From an optimization exercise on the open Yosys and OpenROAD flow, aimed at small area and a short achievable clock period; shortcuts taken in it are not production practice.
Function was checked by simulation only, so behaviour that the tests miss may differ from the original.
Power is estimated from default activity; no workload was simulated.

Setup of rev 12:
==> flow/design.v <==
module regfile_sb #(
  parameter int XLEN     = 32,
  parameter int NREGS    = 32,
  parameter int NREAD    = 2,
  parameter int BYPASS   = 1,
  parameter int ZERO_REG = 1,
  localparam int AW      = $clog2(NREGS)
) (
  input  logic                  clk,
  input  logic                  rst_n,
  input  logic                  wr_en,
  input  logic [AW-1:0]         wr_addr,
  input  logic [XLEN-1:0]       wr_data,
  input  logic [NREAD*AW-1:0]   rd_addr,
  output logic [NREAD*XLEN-1:0] rd_data,
  output logic [NREAD-1:0]      rd_busy,
  input  logic                  sb_set,
  input  logic [AW-1:0]         sb_addr,
  input  logic                  flush,
  output logic [NREGS-1:0]      busy_vec,
  output logic [AW:0]           pend_cnt
);
  logic [XLEN-1:0]  data_q [1:NREGS-1];
  logic [NREGS-1:1] vld_q;
  logic [NREGS-1:1] busy_q;
  logic [AW:0]      cnt_q;
  logic [NREGS-1:1] we;
  logic [NREGS-1:1] set;
  always_comb begin
    for (int r = 1; r < NREGS; r++) begin
      we[r]  = wr_en && (wr_addr == AW'(r));
      set[r] = sb_set && (sb_addr == AW'(r));
    end
  end
  logic inc, dec;
  assign inc = |(set & ~busy_q);
  assign dec = |(we & busy_q & ~set);
  always_ff @(posedge clk) begin
    for (int r = 1; r < NREGS; r++) begin
      if (we[r]) data_q[r] <= wr_data;
    end
  end
  always_ff @(posedge clk or negedge rst_n) begin
    if (!rst_n) begin
      vld_q  <= '0;
      busy_q <= '0;
      cnt_q  <= '0;
    end else begin
      for (int r = 1; r < NREGS; r++) begin
        if (we[r]) vld_q[r] <= 1'b1;
        if (flush)       busy_q[r] <= 1'b0;
        else if (set[r]) busy_q[r] <= 1'b1;
        else if (we[r])  busy_q[r] <= 1'b0;
      end
      if (flush)            cnt_q <= '0;
      else if (inc && !dec) cnt_q <= cnt_q + 1'b1;
      else if (dec && !inc) cnt_q <= cnt_q - 1'b1;
    end
  end
  assign busy_vec = {busy_q, 1'b0};
  assign pend_cnt = cnt_q;
  for (genvar i = 0; i < NREAD; i++) begin : g_rd
    logic [AW-1:0]    a;
    logic             byp;
    logic [3:0]       pa;                
    logic [7:0]       pb;                
    logic [NREGS-1:1] sel;
    assign a   = rd_addr[i*AW +: AW];
    assign byp = wr_en && (wr_addr == a) && (a != '0);
    for (genvar k = 0; k < 4; k++) begin : g_pa
      assign pa[k] = (a[1:0] == 2'(k));
    end
    for (genvar k = 0; k < 8; k++) begin : g_pb
      assign pb[k] = (a[4:2] == 3'(k));
    end
    for (genvar r = 1; r < NREGS; r++) begin : g_sel
      rf_and3 u_s (.a(pa[r % 4]), .b(pb[r / 4]), .c(vld_q[r]),  .y(sel[r]));
    end
    assign rd_busy[i] = busy_vec[a] && !byp;
    for (genvar b = 0; b < XLEN; b++) begin : g_bit
      logic [10:0] g;
      logic [2:0]  n;
      for (genvar k = 0; k < 10; k++) begin : g_g
        rf_aoi222 u (.a1(sel[3*k+1]), .b1(data_q[3*k+1][b]),
                     .a2(sel[3*k+2]), .b2(data_q[3*k+2][b]),
                     .a3(sel[3*k+3]), .b3(data_q[3*k+3][b]), .y(g[k]));
      end
      rf_nand2 u_g10 (.a(sel[31]), .b(data_q[31][b]), .y(g[10]));
      rf_nand4 u_n0 (.a(g[0]), .b(g[1]), .c(g[2]),  .d(g[3]), .y(n[0]));
      rf_nand4 u_n1 (.a(g[4]), .b(g[5]), .c(g[6]),  .d(g[7]), .y(n[1]));
      rf_nand3 u_n2 (.a(g[8]), .b(g[9]), .c(g[10]),            .y(n[2]));
      rf_out   u_o  (.n(n), .byp(byp), .wd(wr_data[b]), .y(rd_data[i*XLEN + b]));
    end
  end
endmodule
module rf_aoi222 (input logic a1, b1, a2, b2, a3, b3, output logic y);
  assign y = ~((a1 & b1) | (a2 & b2) | (a3 & b3));
endmodule
module rf_nand2 (input logic a, b, output logic y);
  assign y = ~(a & b);
endmodule
module rf_and3 (input logic a, b, c, output logic y);
  assign y = a & b & c;
endmodule
module rf_nand4 (input logic a, b, c, d, output logic y);
  assign y = ~(a & b & c & d);
endmodule
module rf_nand3 (input logic a, b, c, output logic y);
  assign y = ~(a & b & c);
endmodule
module rf_out (input logic [2:0] n, input logic byp, wd, output logic y);
  assign y = byp ? wd : |n;
endmodule
Settings: LEC_CHECK=0, CAP_MARGIN=20, CORE_MARGIN=2, CORE_UTILIZATION=60, CTS_CLUSTER_DIAMETER=100, CTS_CLUSTER_SIZE=20, SETUP_SLACK_MARGIN=3, SLEW_MARGIN=20, SYNTH_HIERARCHICAL=1, SYNTH_MINIMUM_KEEP_SIZE=0; clock period 9.0 ns.
standard.sh (not shown) runs the stock make flow with config.mk's settings and CLKGATE_MAP_FILE= SYNTH_SCRIPT=/design/flow/synth_recipe.tcl, a recipe that flattens the netlist after the stock synthesis.
==> flow/flow/run.sh <==
#!/bin/bash
# Layout flow: the standard flow (standard.sh), unchanged synthesis, then the rest of the
# standard flow with two settings changed:
#  - port buffers are buf_2 (buffer_ports' own default pick is a slow delay cell);
#  - the resizer does not use the delay cells (clkdlybuf4s*, dlygate*, dlymetal*).
# Each step's full output is in synth.log and layout.log here, and ORFS's own logs in orfs/logs.
set -euo pipefail
bash standard.sh synth > synth.log 2>&1
export BUFFER_PORTS_ARGS="-buffer_cell sky130_fd_sc_hd__buf_2"
export DONT_USE_CELLS="sky130_fd_sc_hd__clkdlybuf4s15_1 sky130_fd_sc_hd__clkdlybuf4s15_2 sky130_fd_sc_hd__clkdlybuf4s18_1 sky130_fd_sc_hd__clkdlybuf4s18_2 sky130_fd_sc_hd__clkdlybuf4s25_1 sky130_fd_sc_hd__clkdlybuf4s25_2 sky130_fd_sc_hd__clkdlybuf4s50_1 sky130_fd_sc_hd__clkdlybuf4s50_2 sky130_fd_sc_hd__dlygate4sd1_1 sky130_fd_sc_hd__dlygate4sd2_1 sky130_fd_sc_hd__dlygate4sd3_1 sky130_fd_sc_hd__dlymetal6s2s_1 sky130_fd_sc_hd__dlymetal6s4s_1 sky130_fd_sc_hd__dlymetal6s6s_1 "
bash standard.sh > layout.log 2>&1
Edits applied to the flow inputs when going from rev 12 to rev 13:
- removing CTS_CLUSTER_DIAMETER (formerly 100)
- removing CTS_CLUSTER_SIZE (formerly 20)
- changing CORE_UTILIZATION from 60 to 30
==> flow/run.sh (new file) <==
#!/bin/bash
# synth_recipe.tcl (not shown) runs the flow's synth.tcl, then flattens the netlist and writes it again
# the make line also repeats each setting of config.mk as NAME=value (left out here)
make -C /OpenROAD-flow-scripts/flow DESIGN_CONFIG=/design/flow/config.mk WORK_HOME=/design/flow/orfs CLKGATE_MAP_FILE= SYNTH_SCRIPT=/design/flow/synth_recipe.tcl finish
removed: flow/flow/run.sh
removed: flow/standard.sh
==> run notes <==
- Compared with rev 12, in rev 13 combinational cell fraction of total power went up, design area went up, clock share of power went up, share of post-route cells with drive strength above 1 went up.
- From rev 13 to rev 12, synthesized cell count did not move at all.

* * *

Another version of the RTL of regfile_sb (not shown whole).
Size in the first run: roughly 3600 cells after synthesis, ~1100 flip-flops, about 160 I/O pins, roughly 43000 um^2 of cells after synthesis.
Settings: LEC_CHECK=0, CAP_MARGIN=20, CORE_MARGIN=2, CORE_UTILIZATION=45, CTS_BUF_LIST=sky130_fd_sc_hd__clkbuf_8, CTS_CLUSTER_DIAMETER=80, CTS_CLUSTER_SIZE=14, SETUP_SLACK_MARGIN=3, SLEW_MARGIN=20, SYNTH_HIERARCHICAL=1, SYNTH_MINIMUM_KEEP_SIZE=0; clock period 9.0 ns.
==> flow/flow/run.sh <==
#!/bin/bash
# Layout flow: the standard flow (standard.sh), unchanged synthesis, then the rest of the
# standard flow with two settings changed:
#  - port buffers are buf_2 (buffer_ports' own default pick is a slow delay cell);
#  - the resizer does not use the delay cells (clkdlybuf4s*, dlygate*, dlymetal*).
# Each step's full output is in synth.log and layout.log here, and ORFS's own logs in orfs/logs.
set -euo pipefail
bash standard.sh synth > synth.log 2>&1
export BUFFER_PORTS_ARGS="-buffer_cell sky130_fd_sc_hd__buf_2"
export DONT_USE_CELLS="sky130_fd_sc_hd__clkdlybuf4s15_1 sky130_fd_sc_hd__clkdlybuf4s15_2 sky130_fd_sc_hd__clkdlybuf4s18_1 sky130_fd_sc_hd__clkdlybuf4s18_2 sky130_fd_sc_hd__clkdlybuf4s25_1 sky130_fd_sc_hd__clkdlybuf4s25_2 sky130_fd_sc_hd__clkdlybuf4s50_1 sky130_fd_sc_hd__clkdlybuf4s50_2 sky130_fd_sc_hd__dlygate4sd1_1 sky130_fd_sc_hd__dlygate4sd2_1 sky130_fd_sc_hd__dlygate4sd3_1 sky130_fd_sc_hd__dlymetal6s2s_1 sky130_fd_sc_hd__dlymetal6s4s_1 sky130_fd_sc_hd__dlymetal6s6s_1 "
bash standard.sh > layout.log 2>&1
The first run finished with timing, DRC and antenna clean.
Next try:
CORE_UTILIZATION = 60   (was 45)
- The changed run finished with timing, DRC and antenna clean
- clock skew drops by 6.4 ps
- final cell count is lower by 4.3%
- total power rose by 0.54%

[separate check: timing with driven ports]
The flow's constraints put no driver on any port. The routed layouts listed below were extracted and timed again, unchanged, in two steps. Step 1 (the two cells are an assumption about what drives the block):
set clk [get_ports {clk}]
set_driving_cell -lib_cell sky130_fd_sc_hd__clkbuf_16 $clk
set_driving_cell -lib_cell sky130_fd_sc_hd__buf_2 [delete_from_list [all_inputs] $clk]
Step 2, shift: input delay + t, output delay - t, t = (earliest + latest rising clock arrival at the registers) / 2. This alone moves slack from input paths to output paths. Slacks: ideal ports / drivers / drivers and shift; pairs: ideal ports / drivers.
| run | t (ns) | setup slack, ns | worst setup path after step 2 |
|---|---|---|---|
| rev 12 | 0.734 | 2.908 / 2.880 / 2.846 | input to register |
| rev 13 | 0.786 | 2.853 / 2.794 / 2.469 | input to register |
| the first run of note 2 | 0.839 | 2.835 / 2.736 / 2.736 | input to output |
| the second run of note 2 | 0.816 | 2.495 / 2.435 / 2.435 | input to output |
After both steps every run listed still meets setup and hold. The setup slack of rev 13, which loses most, moves by -0.059 ns with the drivers and by -0.384 ns with both steps.
